Context: an optimization exercise on an open-source flow, tuned for small area, a short achievable clock period and few clock cycles per item. The choices shown serve that exercise and are no tape-out recipe. No functional check of the RTL was part of any run shown here.

### flow/run.sh
#!/bin/bash
# The standard layout, with plain buf_2 cells as the port buffers instead of the delay
# buffer that buffer_ports picks by default. Everything else is the standard flow.
set -euo pipefail
bash standard.sh "BUFFER_PORTS_ARGS=-buffer_cell sky130_fd_sc_hd__buf_2" SETUP_SLACK_MARGIN=11.4 finish > standard_flow.log 2>&1
### standard.sh
#!/bin/bash
# synth_recipe.tcl (not shown) runs the flow's synth.tcl, then flattens the netlist and writes it again
# the make line also repeats each setting of config.mk as NAME=value (left out here)
make -C /OpenROAD-flow-scripts/flow DESIGN_CONFIG=/design/flow/config.mk WORK_HOME=/design/flow/orfs CLKGATE_MAP_FILE= SYNTH_SCRIPT=/design/flow/synth_recipe.tcl "${@:-finish}"
### config.mk
export PLATFORM = sky130hd
export DESIGN_NAME = inv_byte_substitution_state
export DESIGN_NICKNAME = inv_byte_substitution_state
export VERILOG_FILES = /design/flow/design.v
export SDC_FILE = /design/flow/constraint.sdc
export NUM_CORES = 4
export LEC_CHECK = 0
export CAP_MARGIN = 20
export CORE_MARGIN = 2
export CORE_UTILIZATION = 40
export CTS_CLUSTER_DIAMETER = 80
export CTS_CLUSTER_SIZE = 20
export SLEW_MARGIN = 20
export SYNTH_HIERARCHICAL = 1
### constraint.sdc
create_clock -name core_clock -period 16.0 [get_ports {i_clock}]
set_input_delay 3.2000 -clock core_clock [delete_from_list [all_inputs] [get_ports {i_clock}]]
set_output_delay 3.2000 -clock core_clock [all_outputs]
set_load 0.01 [all_outputs]
### design.v
package aes_pkg;
    localparam int AES_NB_BYTE  = 8;
    localparam int AES_NB_STATE = 128;
endpackage
module inv_byte_substitution_algorithm (input logic [7:0] i_byte, output logic [7:0] o_byte);
    logic t0, t1, t2, t3, t4, t5, t6, t7, t8, t9, t10, t11, t12, t13, t14, t15, t16, t17, t18, t19, t20, t21, t22, t23, t24, t25, t26, t27, t28, t29, t38, t39, t40, t41, t42, t43, t44, t45, t46, t47, t48, t49, t50, t51, t52, t53, t54, t55, t56, t57, t58, t59, t60, t70, t71, t72, t73, t74, t75, t76, t77, t78, t79, t80, t81, t82, t83, t84, t85, t86, t87, t88, t89, t90, t91, t92, t93, t94, t95, t96, t97, t98, t99, t100, t101, t102, t103, t104, t105, t106, t107, t108, t109, t110, t111, t112, t113, t114, t115, t116, t117, t118, t119, t120, t121, t122;
    logic [8:0] blk_o;
    logic [3:0] blk_i;
    logic b_00_, b_01_, b_02_, b_03_, b_04_, b_05_, b_06_, b_07_, b_08_, b_09_, b_10_, b_11_, b_12_, b_13_, b_14_, b_15_, b_16_, b_17_, b_18_, b_19_, b_20_, b_21_, b_22_, b_23_, b_24_, b_25_, b_26_, b_27_, b_28_, b_29_, b_30_, b_31_, b_32_, b_33_, b_34_, b_35_, b_36_, b_37_, b_38_, b_39_, b_40_, b_41_, b_42_, b_43_, b_44_, b_45_, b_46_, b_47_, b_48_, b_49_, b_50_, b_51_, b_52_, b_53_, b_54_, b_55_, b_56_, b_57_, b_58_, b_59_, b_60_, b_61_, b_62_, b_63_, b_64_, b_65_, b_66_;
    isb_xor2 u0 (.a(i_byte[0]), .b(i_byte[1]), .y(t0));
    isb_xor2 u1 (.a(i_byte[2]), .b(i_byte[5]), .y(t1));
    isb_xnor2 u2 (.a(i_byte[4]), .b(t0), .y(t2));
    isb_xor2 u3 (.a(i_byte[6]), .b(i_byte[7]), .y(t3));
    isb_xor2 u4 (.a(i_byte[1]), .b(i_byte[4]), .y(t4));
    isb_xor2 u5 (.a(i_byte[3]), .b(i_byte[5]), .y(t5));
    isb_xnor2 u6 (.a(i_byte[0]), .b(i_byte[4]), .y(t6));
    isb_xor2 u7 (.a(t1), .b(t3), .y(t7));
    isb_xnor2 u8 (.a(t0), .b(t1), .y(t8));
    isb_xor2 u9 (.a(i_byte[2]), .b(i_byte[3]), .y(t9));
    isb_xnor2 u10 (.a(i_byte[2]), .b(t2), .y(t10));
    isb_xnor2 u11 (.a(i_byte[1]), .b(i_byte[2]), .y(t11));
    isb_xor2 u12 (.a(i_byte[5]), .b(t0), .y(t12));
    isb_xor2 u13 (.a(i_byte[0]), .b(i_byte[5]), .y(t13));
    isb_xor2 u14 (.a(i_byte[4]), .b(t1), .y(t14));
    isb_xnor2 u15 (.a(t3), .b(t6), .y(t15));
    isb_xor2 u16 (.a(t3), .b(t4), .y(t16));
    isb_xor2 u17 (.a(t9), .b(t16), .y(t17));
    isb_xor2 u18 (.a(t9), .b(t0), .y(t18));
    isb_xnor2 u19 (.a(i_byte[6]), .b(t4), .y(t19));
    isb_xor2 u20 (.a(t4), .b(t5), .y(t20));
    isb_xnor2 u21 (.a(i_byte[6]), .b(t5), .y(t21));
    isb_xnor2 u22 (.a(i_byte[7]), .b(t0), .y(t22));
    isb_xor2 u23 (.a(i_byte[6]), .b(t8), .y(t23));
    isb_xor2 u24 (.a(i_byte[7]), .b(t1), .y(t24));
    isb_xor2 u25 (.a(t2), .b(t24), .y(t25));
    isb_xor2 u26 (.a(t2), .b(t7), .y(t26));
    isb_xor2 u27 (.a(i_byte[4]), .b(t5), .y(t27));
    isb_xor2 u28 (.a(i_byte[0]), .b(i_byte[3]), .y(t28));
    isb_xor2 u29 (.a(i_byte[6]), .b(t28), .y(t29));
    isb_nand2 u30 (.a(t10), .b(t15), .y(t38));
    isb_nand2 u31 (.a(t6), .b(t17), .y(t39));
    isb_nand2 u32 (.a(t11), .b(t18), .y(t40));
    isb_nand2 u33 (.a(t12), .b(t19), .y(t41));
    isb_nand2 u34 (.a(i_byte[1]), .b(t20), .y(t42));
    isb_nand2 u35 (.a(t13), .b(t21), .y(t43));
    isb_nand2 u36 (.a(t14), .b(t22), .y(t44));
    isb_nand2 u37 (.a(t2), .b(t7), .y(t45));
    isb_nand2 u38 (.a(t8), .b(t23), .y(t46));
    isb_xor2 u39 (.a(t42), .b(t45), .y(t47));
    isb_xor2 u40 (.a(t40), .b(t42), .y(t48));
    isb_xor2 u41 (.a(t41), .b(t25), .y(t49));
    isb_xor2 u42 (.a(t39), .b(t48), .y(t50));
    isb_xor2 u43 (.a(t49), .b(t50), .y(t51));
    isb_xor2 u44 (.a(t43), .b(t26), .y(t52));
    isb_xor2 u45 (.a(t38), .b(t48), .y(t53));
    isb_xor2 u46 (.a(t52), .b(t53), .y(t54));
    isb_xor2 u47 (.a(t27), .b(t41), .y(t55));
    isb_xor2 u48 (.a(t44), .b(t47), .y(t56));
    isb_xor2 u49 (.a(t55), .b(t56), .y(t57));
    isb_xor2 u50 (.a(t29), .b(t43), .y(t58));
    isb_xor2 u51 (.a(t46), .b(t47), .y(t59));
    isb_xnor2 u52 (.a(t58), .b(t59), .y(t60));
    assign blk_i = {t60, t57, t54, t51};
    isb_clkinv_1 u53 (.A(blk_i[0]), .Y(b_00_));
    isb_clkinv_1 u54 (.A(blk_i[1]), .Y(b_01_));
    isb_nor2_1 u55 (.A(blk_i[2]), .B(b_01_), .Y(b_02_));
    isb_nor2_1 u56 (.A(blk_i[0]), .B(b_01_), .Y(b_03_));
    isb_clkinv_1 u57 (.A(b_03_), .Y(b_04_));
    isb_o22ai_1 u58 (.A1(b_00_), .A2(b_02_), .B1(blk_i[3]), .B2(b_04_), .Y(blk_o[7]));
    isb_clkinv_1 u59 (.A(blk_i[2]), .Y(b_05_));
    isb_nand2_1 u60 (.A(b_05_), .B(blk_i[0]), .Y(b_06_));
    isb_nand2_1 u61 (.A(b_00_), .B(b_01_), .Y(b_07_));
    isb_nand2_1 u62 (.A(blk_i[0]), .B(blk_i[1]), .Y(b_08_));
    isb_nand3_1 u63 (.A(b_07_), .B(blk_i[2]), .C(b_08_), .Y(b_09_));
    isb_nor2_1 u64 (.A(blk_i[3]), .B(b_02_), .Y(b_10_));
    isb_a32oi_1 u65 (.A1(b_04_), .A2(blk_i[3]), .A3(b_06_), .B1(b_09_), .B2(b_10_), .Y(blk_o[6]));
    isb_clkinv_1 u66 (.A(blk_i[3]), .Y(b_11_));
    isb_nand2_1 u67 (.A(b_05_), .B(b_00_), .Y(b_12_));
    isb_nor2_1 u68 (.A(blk_i[2]), .B(blk_i[3]), .Y(b_13_));
    isb_o21ai_0 u69 (.A1(b_13_), .A2(b_03_), .B1(b_12_), .Y(b_14_));
    isb_o21ai_0 u70 (.A1(blk_i[1]), .A2(b_11_), .B1(b_14_), .Y(blk_o[5]));
    isb_nor2_1 u71 (.A(b_00_), .B(b_02_), .Y(b_15_));
    isb_nor2_1 u72 (.A(blk_i[2]), .B(blk_i[1]), .Y(b_16_));
    isb_clkinv_1 u73 (.A(b_16_), .Y(b_17_));
    isb_o21ai_0 u74 (.A1(blk_i[0]), .A2(b_05_), .B1(b_01_), .Y(b_18_));
    isb_nand2_1 u75 (.A(b_18_), .B(b_06_), .Y(b_19_));
    isb_o21ai_0 u76 (.A1(b_00_), .A2(b_17_), .B1(b_19_), .Y(b_20_));
    isb_nand2_1 u77 (.A(b_20_), .B(b_11_), .Y(b_21_));
    isb_nand2_1 u78 (.A(b_12_), .B(blk_i[3]), .Y(b_22_));
    isb_o21ai_0 u79 (.A1(b_15_), .A2(b_22_), .B1(b_21_), .Y(blk_o[4]));
    isb_nand2_1 u80 (.A(b_19_), .B(blk_i[3]), .Y(b_23_));
    isb_nand3_1 u81 (.A(b_09_), .B(b_11_), .C(b_17_), .Y(b_24_));
    isb_nand2_1 u82 (.A(b_23_), .B(b_24_), .Y(blk_o[3]));
    isb_nand3_1 u83 (.A(b_11_), .B(blk_i[2]), .C(blk_i[1]), .Y(b_25_));
    isb_nand2_1 u84 (.A(b_09_), .B(blk_i[3]), .Y(b_26_));
    isb_nand2_1 u85 (.A(b_26_), .B(b_25_), .Y(blk_o[2]));
    isb_o21ai_0 u86 (.A1(b_05_), .A2(blk_i[1]), .B1(b_22_), .Y(blk_o[1]));
    isb_a31oi_1 u87 (.A1(b_09_), .A2(blk_i[3]), .A3(b_12_), .B1(b_13_), .Y(blk_o[0]));
    isb_nand3_1 u88 (.A(b_17_), .B(b_07_), .C(blk_i[3]), .Y(b_27_));
    isb_o21ai_0 u89 (.A1(blk_i[1]), .A2(b_05_), .B1(blk_i[0]), .Y(b_28_));
    isb_o21ai_0 u90 (.A1(blk_i[3]), .A2(b_28_), .B1(b_27_), .Y(blk_o[8]));
    isb_nand2 u91 (.a(t15), .b(blk_o[0]), .y(t70));
    isb_nand2 u92 (.a(t17), .b(blk_o[1]), .y(t71));
    isb_nand2 u93 (.a(t18), .b(blk_o[2]), .y(t72));
    isb_nand2 u94 (.a(t19), .b(blk_o[3]), .y(t73));
    isb_nand2 u95 (.a(t20), .b(blk_o[4]), .y(t74));
    isb_nand2 u96 (.a(t21), .b(blk_o[5]), .y(t75));
    isb_nand2 u97 (.a(t22), .b(blk_o[6]), .y(t76));
    isb_nand2 u98 (.a(t7), .b(blk_o[7]), .y(t77));
    isb_nand2 u99 (.a(t23), .b(blk_o[8]), .y(t78));
    isb_nand2 u100 (.a(t10), .b(blk_o[0]), .y(t79));
    isb_nand2 u101 (.a(t6), .b(blk_o[1]), .y(t80));
    isb_nand2 u102 (.a(t11), .b(blk_o[2]), .y(t81));
    isb_nand2 u103 (.a(t12), .b(blk_o[3]), .y(t82));
    isb_nand2 u104 (.a(i_byte[1]), .b(blk_o[4]), .y(t83));
    isb_nand2 u105 (.a(t13), .b(blk_o[5]), .y(t84));
    isb_nand2 u106 (.a(t14), .b(blk_o[6]), .y(t85));
    isb_nand2 u107 (.a(t2), .b(blk_o[7]), .y(t86));
    isb_nand2 u108 (.a(t8), .b(blk_o[8]), .y(t87));
    isb_xor2 u109 (.a(t79), .b(t81), .y(t88));
    isb_xor2 u110 (.a(t87), .b(t88), .y(t89));
    isb_xor2 u111 (.a(t77), .b(t89), .y(t90));
    isb_xor2 u112 (.a(t74), .b(t78), .y(t91));
    isb_xor2 u113 (.a(t76), .b(t86), .y(t92));
    isb_xor2 u114 (.a(t80), .b(t82), .y(t93));
    isb_xor2 u115 (.a(t70), .b(t73), .y(t94));
    isb_xor2 u116 (.a(t72), .b(t76), .y(t95));
    isb_xor2 u117 (.a(t75), .b(t91), .y(t96));
    isb_xor2 u118 (.a(t71), .b(t93), .y(t97));
    isb_xor2 u119 (.a(t70), .b(t71), .y(t98));
    isb_xor2 u120 (.a(t78), .b(t92), .y(t99));
    isb_xor2 u121 (.a(t98), .b(t89), .y(t100));
    isb_xor2 u122 (.a(t99), .b(t100), .y(t101));
    isb_xor2 u123 (.a(t75), .b(t79), .y(t102));
    isb_xor2 u124 (.a(t84), .b(t94), .y(t103));
    isb_xor2 u125 (.a(t102), .b(t97), .y(t104));
    isb_xor2 u126 (.a(t103), .b(t104), .y(t105));
    isb_xor2 u127 (.a(t73), .b(t74), .y(t106));
    isb_xor2 u128 (.a(t92), .b(t106), .y(t107));
    isb_xor2 u129 (.a(t107), .b(t90), .y(t108));
    isb_xor2 u130 (.a(t91), .b(t94), .y(t109));
    isb_xor2 u131 (.a(t95), .b(t109), .y(t110));
    isb_xor2 u132 (.a(t82), .b(t83), .y(t111));
    isb_xor2 u133 (.a(t85), .b(t111), .y(t112));
    isb_xor2 u134 (.a(t96), .b(t112), .y(t113));
    isb_xor2 u135 (.a(t90), .b(t113), .y(t114));
    isb_xor2 u136 (.a(t86), .b(t96), .y(t115));
    isb_xor2 u137 (.a(t90), .b(t115), .y(t116));
    isb_xor2 u138 (.a(t77), .b(t81), .y(t117));
    isb_xor2 u139 (.a(t83), .b(t95), .y(t118));
    isb_xor2 u140 (.a(t117), .b(t97), .y(t119));
    isb_xor2 u141 (.a(t118), .b(t119), .y(t120));
    isb_xor2 u142 (.a(t83), .b(t84), .y(t121));
    isb_xor2 u143 (.a(t88), .b(t121), .y(t122));
    assign o_byte[0] = t101;
    assign o_byte[1] = t105;
    assign o_byte[2] = t108;
    assign o_byte[3] = t110;
    assign o_byte[4] = t114;
    assign o_byte[5] = t116;
    assign o_byte[6] = t120;
    assign o_byte[7] = t122;
endmodule
module isb_xor2 (input logic a, input logic b, output logic y);
    assign y = a ^ b;
endmodule
module isb_xnor2 (input logic a, input logic b, output logic y);
    assign y = ~(a ^ b);
endmodule
module isb_nand2 (input logic a, input logic b, output logic y);
    assign y = ~(a & b);
endmodule
module isb_a31oi_1 (input logic A1, input logic A2, input logic A3, input logic B1, output logic Y);
    assign Y = (~A1&~B1) | (~A2&~B1) | (~A3&~B1);
endmodule
module isb_a32oi_1 (input logic A1, input logic A2, input logic A3, input logic B1, input logic B2, output logic Y);
    assign Y = (~A1&~B1) | (~A1&~B2) | (~A2&~B1) | (~A3&~B1) | (~A2&~B2) | (~A3&~B2);
endmodule
module isb_clkinv_1 (input logic A, output logic Y);
    assign Y = (~A);
endmodule
module isb_nand2_1 (input logic A, input logic B, output logic Y);
    assign Y = (~A) | (~B);
endmodule
module isb_nand3_1 (input logic A, input logic B, input logic C, output logic Y);
    assign Y = (~A) | (~B) | (~C);
endmodule
module isb_nor2_1 (input logic A, input logic B, output logic Y);
    assign Y = (~A&~B);
endmodule
module isb_o21ai_0 (input logic A1, input logic A2, input logic B1, output logic Y);
    assign Y = (~A1&~A2) | (~B1);
endmodule
module isb_o22ai_1 (input logic A1, input logic A2, input logic B1, input logic B2, output logic Y);
    assign Y = (~B1&~B2) | (~A1&~A2);
endmodule
import aes_pkg::*;
module inv_byte_substitution_state (
    input  logic           i_clock,
    input  logic           i_reset,
    input  logic [127:0]   i_state,
    input  logic           i_valid,
    output logic           o_ready,
    output logic [127:0]   o_state,
    output logic           o_valid,
    input  logic           i_ready
);
    logic vout_q, va_q, vs_q, ready_q;
    logic lo, la, acc;
    logic fo, fa;
    assign fo = ~vout_q;
    assign fa = ~(va_q & vout_q);
    inv_byte_flag u_ovalid (
        .i_clock (i_clock),
        .i_reset (i_reset),
        .i_en    (lo),
        .i_d     (va_q),
        .o_q     (o_valid)
    );
    assign acc = i_valid & ready_q;
    assign lo  = ~vout_q | i_ready;    
    assign la  = ~va_q | lo;           
    for (genvar k = 0; k < 16; k++) begin : g_lane
        inv_byte_lane u_lane (
            .i_clock (i_clock),
            .i_byte  (i_state[8*k +: 8]),
            .i_ready (i_ready),
            .i_fo    (fo),
            .i_fa    (fa),
            .i_vs    (vs_q),
            .o_byte  (o_state[8*k +: 8])
        );
    end
    always_ff @(posedge i_clock) begin
        if (i_reset) begin
            vout_q  <= 1'b0;
            va_q    <= 1'b0;
            vs_q    <= 1'b0;
            ready_q <= 1'b1;
        end else begin
            if (lo) vout_q <= va_q;
            if (la) begin
                va_q    <= vs_q | acc;
                vs_q    <= vs_q & acc;
                ready_q <= ~(vs_q & acc);
            end else begin
                vs_q    <= vs_q | acc;
                ready_q <= ~(vs_q | acc);
            end
        end
    end
    assign o_ready = ready_q;
endmodule
module inv_byte_lane (
    input  logic       i_clock,
    input  logic [7:0] i_byte,
    input  logic       i_ready,
    input  logic       i_fo,
    input  logic       i_fa,
    input  logic       i_vs,
    output logic [7:0] o_byte
);
    logic [7:0] a_q, s_q, out_q, sb, a_n, a_d, s_d, out_d;
    logic       lo, la, ls, lo_n, la_n, ls_n;
    assign lo_n = ~(i_ready | i_fo);
    assign la_n = ~(i_ready | i_fa);
    assign lo   = ~lo_n;
    assign la   = ~la_n;
    assign ls   = ~i_vs;
    assign ls_n = i_vs;
    for (genvar b = 0; b < 8; b++) begin : g_bit
        inv_byte_mux2i u_mux (
            .i_a0 (i_byte[b]),
            .i_a1 (s_q[b]),
            .i_s  (i_vs),
            .o_y  (a_n[b])
        );
        inv_byte_hold u_hold_a (
            .i_ld   (la),
            .i_ld_n (la_n),
            .i_d    (a_n[b]),
            .i_q    (a_q[b]),
            .o_d    (a_d[b])
        );
        inv_byte_hold u_hold_s (
            .i_ld   (ls),
            .i_ld_n (ls_n),
            .i_d    (i_byte[b]),
            .i_q    (s_q[b]),
            .o_d    (s_d[b])
        );
        inv_byte_hold u_hold_o (
            .i_ld   (lo),
            .i_ld_n (lo_n),
            .i_d    (sb[b]),
            .i_q    (out_q[b]),
            .o_d    (out_d[b])
        );
    end
    inv_byte_substitution_algorithm u_alg (
        .i_byte (a_q),
        .o_byte (sb)
    );
    always_ff @(posedge i_clock) begin
        out_q <= out_d;
        a_q   <= a_d;
        s_q   <= s_d;
    end
    assign o_byte = out_q;
endmodule
module inv_byte_hold (
    input  logic i_ld,
    input  logic i_ld_n,
    input  logic i_d,
    input  logic i_q,
    output logic o_d
);
    assign o_d = (i_ld & i_d) | (i_ld_n & i_q);
endmodule
module inv_byte_flag (
    input  logic i_clock,
    input  logic i_reset,
    input  logic i_en,
    input  logic i_d,
    output logic o_q
);
    always_ff @(posedge i_clock) begin
        if (i_reset)   o_q <= 1'b0;
        else if (i_en) o_q <= i_d;
    end
endmodule
module inv_byte_mux2i (
    input  logic i_a0,
    input  logic i_a1,
    input  logic i_s,
    output logic o_y
);
    assign o_y = ~(i_s ? i_a1 : i_a0);
endmodule
==> results of run 1 <==
logic make-up after synthesis:
family | share of synthesized area, %
AOI/OAI and AO/OA | 14.98
muxes | 4.417
xor gates and xnor gates | 37.87
buffers and inverters | 4.751
and+or+nand+nor | 11.34
DFF | 26.64
worst paths after layout:
path / end / slack [ps]
worst max-delay path: o_state[85] / 11610
worst min-delay path: g_lane[15].u_lane.out_q[4] / 460
worst max register to register: g_lane[0].u_lane.out_q[2] / 11620
worst min register to register: g_lane[15].u_lane.out_q[4] / 460
cell usage after synthesis (32+ instances only):
master   instances  area [um2]
xor2_1        1104        9669
nand2_1        609        2286
dfxtp_1        389        7787
a22o_1         384        3363
xnor2_1        160        1401
mux2i_1        129        1291
nor2_1         129       484.2
buf_4          128       960.9
o21ai_1        128       640.6
inv_1          114       427.9
nand3_1         65       325.3
or2_1           32       200.2
final cells by class:
class	instances	area, um2
well taps	959	1200
diodes	2	5.005
inverters	114	427.9
clock inverters	21	275.3
fillers	7175	39610
repair buffers	265	1351
multi-input cells	2796	21110
clock buffers	38	918.4
flip-flops and latches	389	7811
stage by stage:
| stage | std cells | utilization, % |
|---|---|---|
| floorplan | 3427 | - |
| global placement | 4523 | 42.40 |
| detailed placement | 4523 | 42.40 |
| CTS | 4582 | 44.05 |
| global route | 4582 | 45.52 |
| finish | 4584 | 45.53 |
cells in the final DEF, fill, tap and decap left out, drive strengths merged:
master,instances
nand2,609
diode,2
nand2b,2
clkbuf,38
or2,32
xor2,1104
mux2i,129
xnor2,160
nand3b,1
buf,265
a21oi,3
a31oi,16
dfxtp,389
a22o,384
inv,130
clkinvlp,1
o21ai,128
a32oi,16
clkinv,4
nand3,65
o32ai,1
o22ai,16
nor2,129
o32a,1
layer usage:
metal / GRT usage (%) / part of all wire (%) / vias up
met2: 28.96 / 46 / 446
li1: - / - / 11720
met3: 3.380 / 5.4 / 103
met5: 0 / 0.15 / -
met1: 23.26 / 46 / 10240
met4: 4.334 / 2.2 / 16
Yosys stat by module, one instance, submodules excluded, excerpt:
module / copies in the design / cells / flops+latches / area [um2]
isb_nand3_1: 64 / 1 / 0 / 5.005
inv_byte_mux2i: 128 / 1 / 0 / 10.01
inv_byte_lane: 16 / 29 / 24 / 504.2
inv_byte_hold: 384 / 1 / 0 / 8.758
isb_nand2: 432 / 1 / 0 / 3.754
isb_xnor2: 160 / 1 / 0 / 8.758
isb_a32oi_1: 16 / 1 / 0 / 8.758
isb_clkinv_1: 96 / 1 / 0 / 3.754
inv_byte_substitution_algorithm: 16 / 8 / 0 / 60.06
isb_o22ai_1: 16 / 1 / 0 / 6.256
isb_o21ai_0: 128 / 1 / 0 / 5.005
sequential cells by signal, indices dropped and copies added, names as in the netlist:
signal,cells
vout_q,1
g_lane.u_lane.s_q,128
ready_q,1
va_q,1
vs_q,1
g_lane.u_lane.out_q,128
g_lane.u_lane.a_q,128
u_ovalid.o_q,1
timing repair:
item                       in CTS  in global routing
setup endpoints to repair       1                 83
gates resized for setup         1                151
pin swaps                       0                  4
setup buffers                   0                  0
==> metrics.md, run 1 <==
| Metric | Value |
|---|---|
| Outcome | `complete, no violations` |
| CTS tree | `yes` |
| Root buffer cell | `clkbuf_16` |
| CORE AREA | `0.07271 mm2` |
| I/O Pins | `262` |
| Stages on worst setup path | `1` |
| First-pass GRT wire length | `109300 um` |
| CTS buffer count | `35` |
| Setup WS pre-CTS | `11290 ps` |
| Worst hold slack | `463.2 ps` |
| All-layer global routing usage | `17.49%` |
| TNS Setup | `0 ps` |
| RSZ-0062 raised after global routing | `false` |
| Area Growth Syn to Fin | `13.24%` |
| Post-DP HPWL | `52690 um` |
| Worst Max-Slew Pin Slew | `975.3 ps` |
| DR DRC count | `0` |
| Max-cap viol count | `0` |
| Final ANT Viol Nets | `0` |
| Largest net degree at the start of global routing | `103` |
| WL final | `68320 um` |
| DRT iter0 DRCs | `1072` |
| Share of cells above drive strength 1 | `12.95%` |
| Drt first pass iters | `6` |
| Synth Register Bits | `389` |
| Avg WL per Cell | `14.90 um` |
| Worst-skew pair later-pin latency | `580 ps` |
| CP cell instances | `buf_2` |
| Setup Crit Path Kind | `flip-flop to output port` |
| Vias per Instance | `4.913` |
| Hold path depth | `1` |
| Slowest CP cell | `dfxtp_1` |
| Clock skew | `31.96 ps` |
| Crit end category | `output port` |
| Fin worst setup slack | `11610 ps` |
| Synth Area per Inst | `8.530 um2` |
| Die width | `274.3 um` |
| Initial Util | `40.20%` |
| Bufs and invs on worst path | `1` |
| Final slew viol count | `0` |
| Crit path DAT | `1190 ps` |
| Gpl congestion | `0.8935` |
| Synth Net Count | `3559` |
| FP Rows | `99` |
| Synth cell types | `20` |
| Layout net count | `3733` |
| Reg-to-Reg Start | `g_lane[0].u_lane.a_q[4]` |
| Synth warn | `9` |
| Post-CTS Hold Fix Bufs | `0` |
| Relative slew slack | `34.89%` |
| Crit path from | `g_lane[10].u_lane.out_q[5]` |
| Vias in the first global route | `21540` |
| Placed Area | `0.03083 mm2` |
| CTS Sinks | `389` |
| Post-synthesis cell count | `3427` |
| Design area | `0.03310 mm2` |
| F_max | `0.2275 GHz` |
| Seq/Total Area, Yosys | `26.64%` |
| Post-synth EDFFs | `0` |
| Main synth FF type | `dfxtp_1` |
| Die Area | `0.07526 mm2` |
| Vias | `22520` |
| Worst min-delay path category | `flip-flop to flip-flop` |
| Crit-path max cell delay | `440 ps` |
| Final Hold Viols | `0` |
| Async set-reset flop share out of synthesis | `0%` |
| Crit-path max FO | `2` |
| Setup crit start kind | `flip-flop` |
| Worst EP required | `12800 ps` |
| Reg2Reg Depth | `16` |
| Worst-path clk slew | `70 ps` |
| Hold Startpoint | `g_lane[15].u_lane.out_q[4]` |
| Mapped cell area | `0.02923 mm2` |
| GR Overflow Total | `0` |
| Final period util | `27.47%` |
| I/O Buffers | `261` |
| Chip height | `274.3 um` |
| Worst path top cell family by delay | `flip-flops` |
| Number of H-tree levels | `2` |
| Longest Clk Path Bufs | `3` |
| Setup-failing EPs final | `0` |
| Post-route minimum period | `4395 ps` |
| Initial antenna violation count | `12` |
==> run 2, diff against run 1 <==
==> flow/run.sh (replaced) <==
#!/bin/bash
# The standard layout, with plain buf_2 cells as the port buffers instead of the delay
# buffer that buffer_ports picks by default. Everything else is the standard flow.
set -euo pipefail
bash standard.sh "BUFFER_PORTS_ARGS=-buffer_cell sky130_fd_sc_hd__buf_2" SETUP_SLACK_MARGIN=11.6 finish > standard_flow.log 2>&1
==> run 2 against run 1 <==
Net effect:
- still clean
- routed wire length increased by 0.38%
- die area unchanged
- register-to-register slack improved by 190 ps
- clock-buffer cell count unchanged
- critical path depth unchanged
- hold slack about the same
- maximum frequency increased by 0.22%
- flip-flop and latch count unchanged
- final area increased by 2.0%
- largest cell class unchanged
==> metrics.md, run 2 <==
| Metric | Value |
|---|---|
| Outcome | `complete, no violations` |
| Commonest cells in the netlist | `xor2_1, nand2_1, dfxtp_1` |
| CTS buffer count | `35 (unchanged)` |
| Clock skew | `33.60 ps (+1.646 ps)` |
| Chip height | `274.3 um (unchanged)` |
| Synth Register Bits | `389 (unchanged)` |
| WL final | `68580 um (+0.38%)` |
| Stages on worst setup path | `1 (unchanged)` |
| First-pass GRT wire length | `109600 um (+0.30%)` |
| Vias in the first global route | `21600 (+0.24%)` |
| I/O Pins | `262 (unchanged)` |
| DR DRC count | `0 (unchanged)` |
| Longest Clk Path Bufs | `3 (unchanged)` |
| Worst Max-Slew Pin Slew | `958.6 ps (-16.61 ps)` |
| Worst path top cell family by delay | `flip-flops` |
| Drt first pass iters | `6 (unchanged)` |
| CORE AREA | `0.07271 mm2 (unchanged)` |
| TNS Setup | `0 ps (unchanged)` |
| Final period util | `27.41% (-0.060 points)` |
| Initial antenna violation count | `12 (unchanged)` |
| Main synth FF type | `dfxtp_1` |
| Vias | `22470 (-0.22%)` |
| Worst-path clk slew | `70 ps (about the same)` |
| Layout net count | `3735 (+0.054%)` |
| CTS Sinks | `389 (unchanged)` |
| Setup WS pre-CTS | `11290 ps (unchanged)` |
| CP cell instances | `buf_2` |
| Crit path DAT | `1190 ps (about the same)` |
| Die width | `274.3 um (unchanged)` |
| Max-cap viol count | `0 (unchanged)` |
| Crit-path max cell delay | `440 ps (about the same)` |
| Final Hold Viols | `0 (unchanged)` |
| Post-route minimum period | `4385 ps (-9.600 ps)` |
| Mapped cell area | `0.02923 mm2 (unchanged)` |
| Relative slew slack | `36.00% (+1.1 points)` |
| Placed Area | `0.03083 mm2 (unchanged)` |
| Share of cells above drive strength 1 | `16.28% (+3.3 points)` |
| Most frequent cells in the layout | `xor2_1, nand2_1, a22o_1, dfxtp_1, buf_2` |
| Slowest CP cell | `dfxtp_1` |
| Synth cell types | `20 (unchanged)` |
| Worst hold slack | `463.5 ps (+0.2140 ps)` |
| Area Growth Syn to Fin | `15.45%` |
| RSZ-0062 raised after global routing | `true` |
| All-layer global routing usage | `17.54% (+0.057 points)` |
| Post-synthesis cell count | `3427 (unchanged)` |
| Largest regs | `g_lane.u_lane.a_q: 128 flops, g_lane.u_lane.out_q: 128 flops, g_lane.u_lane.s_q: 128 flops` |
| Setup-failing EPs final | `0 (unchanged)` |
| Reg2Reg Depth | `16 (unchanged)` |
| Crit end category | `output port` |
| Cell taking the most area after synthesis | `xor2_1` |
| Design area | `0.03375 mm2 (+2.0%)` |
| Setup crit start kind | `flip-flop` |
| I/O Buffers | `261 (unchanged)` |
| Vias per Instance | `4.899 (-0.28%)` |
| Worst min-delay path category | `flip-flop to flip-flop` |
| Top cells by area, synth | `xor2_1, dfxtp_1, a22o_1` |
| Gpl congestion | `0.8935 (unchanged)` |
| CTS tree | `yes` |
| Commonest non-fill, non-tap cell in the layout | `xor2_1` |
| Die Area | `0.07526 mm2 (unchanged)` |
| FP Rows | `99 (unchanged)` |
| Post-synth EDFFs | `0 (unchanged)` |
| Share of the synthesized area in the top cell type | `33.08% (unchanged)` |
| Synth Area per Inst | `8.530 um2 (unchanged)` |
| Fin worst setup slack | `11610 ps (+9.600 ps)` |
| DRT iter0 DRCs | `1136 (+6.0%)` |
| Worst EP required | `12800 ps (about the same)` |
| Crit-path max FO | `2 (unchanged)` |
| Largest net degree at the start of global routing | `103 (unchanged)` |
| Most frequent cell after synthesis | `xor2_1` |
| Setup Crit Path Kind | `flip-flop to output port` |
| Synth warn | `9 (unchanged)` |
| Avg WL per Cell | `14.95 um (+0.31%)` |
| F_max | `0.2280 GHz (+0.22%)` |
| Post-DP HPWL | `52690 um (unchanged)` |
| GR Overflow Total | `0 (unchanged)` |
| Worst-skew pair later-pin latency | `580 ps (about the same)` |
| Async set-reset flop share out of synthesis | `0% (unchanged)` |
| Initial Util | `40.20% (unchanged)` |
| Root buffer cell | `clkbuf_16` |
| Final ANT Viol Nets | `0 (unchanged)` |
| Final slew viol count | `0 (unchanged)` |
| Hold path depth | `1 (unchanged)` |
| Bufs and invs on worst path | `1 (unchanged)` |
| Seq/Total Area, Yosys | `26.64% (unchanged)` |
| Synth Net Count | `3559 (unchanged)` |
| Number of H-tree levels | `2 (unchanged)` |
-- run 2: cell counts after synthesis --
Identical to the previous run, type by type.
-- run 2: routing by layer --
| metal | share of wire (%) | track usage [%] | up-vias |
|---|---|---|---|
| met5 | 0.15 | 0 | - |
| met4 | 2.0 | 4.319 | 16 |
| met3 | 5.0 | 3.398 | 99 |
| met2 | 47 | 29.09 | 391 |
| met1 | 46 | 23.33 | 10300 |
| li1 | - | - | 11670 |
-- run 2: path summary, 6_finish.rpt --
path | from | endpoint | slack (ps)
worst max-delay path | g_lane[10].u_lane.out_q[1] | o_state[81] | 11610
worst min-delay path | g_lane[15].u_lane.out_q[4] | g_lane[15].u_lane.out_q[4] | 460
worst max register to register | g_lane[6].u_lane.a_q[3] | g_lane[6].u_lane.out_q[4] | 11810
worst min register to register | g_lane[15].u_lane.out_q[4] | g_lane[15].u_lane.out_q[4] | 460
-- run 2: cell families after synthesis --
group	count (synthesis)	share of synthesized area [%]
XOR/XNOR	1264	37.87
AND/OR/NAND/NOR	838	11.34
AO/OA/AOI/OAI	565	14.98
flip-flops	389	26.64
buffers and inverters	242	4.751
multiplexers	129	4.417
-- run 2: timing repair --
| action | in CTS | in global routing |
|---|---|---|
| setup buffers | 0 | 2 |
| pin swaps | 0 | 31 |
| gates resized for setup | 33 | 246 |
| hold buffers | 0 | 0 |
| setup endpoints to repair | 55 | 102 |
| endpoints found under the hold margin | 0 | 0 |
-- run 2: modules after synthesis, one instance, submodules excluded, a selection --
module / flops+latches / area (um2)
inv_byte_lane: 24 / 504.2
inv_byte_substitution_state: 4 / 150.1
inv_byte_substitution_algorithm: 0 / 60.06
inv_byte_flag: 1 / 33.78
inv_byte_mux2i: 0 / 10.01
isb_xnor2: 0 / 8.758
isb_a32oi_1: 0 / 8.758
isb_xor2: 0 / 8.758
isb_o21ai_0: 0 / 5.005
isb_nand3_1: 0 / 5.005
isb_nand2_1: 0 / 3.754
-- run 2: through the flow --
step                      util (%)  std cells
after floorplan                  -       3427
after global placement       42.40       4523
after detailed placement     42.40       4523
after CTS                    44.35       4582
after global routing         46.40       4584
final                        46.41       4587
-- run 2: cell type report --
cell class | instances | area [um2]
antenna | 3 | 7.507
clock buffer | 38 | 918.4
clock inverter | 21 | 275.3
fill | 7088 | 38960
inverter | 114 | 427.9
multi-input combinational | 2796 | 21670
sequential | 389 | 7879
tap | 959 | 1200
timing repair buffer | 267 | 1371

separate check: timing with driven ports:
How much do the figures lean on ideal ports? The routed layouts below were timed once more, with nothing changed but the port constraints.
Step 1: set_driving_cell puts a clkbuf_16 on i_clock and a buf_2 on each other input, an assumption about the parent block.
Step 2 moves the port delays by t, midway between the first and last clock arrival at a register: inputs arrive t later, outputs are due t later. That takes back most of the time a late clock gives input paths.
Slacks: ideal / step 1 / step 2; pairs: ideal / step 1.
run	t (ns)	setup WS [ns]	slew at the worst register clock pin (ns)	cell pins on the clock port's net
run 1	0.625	11.605 / 11.545 / 11.270	0.08 / 0.08	1
run 2	0.625	11.615 / 11.554 / 11.286	0.09 / 0.09	1
After both steps setup and hold are still met in every run listed. The setup slack of run 1, which loses most, moves by -0.060 ns with the drivers and by -0.335 ns with both steps.
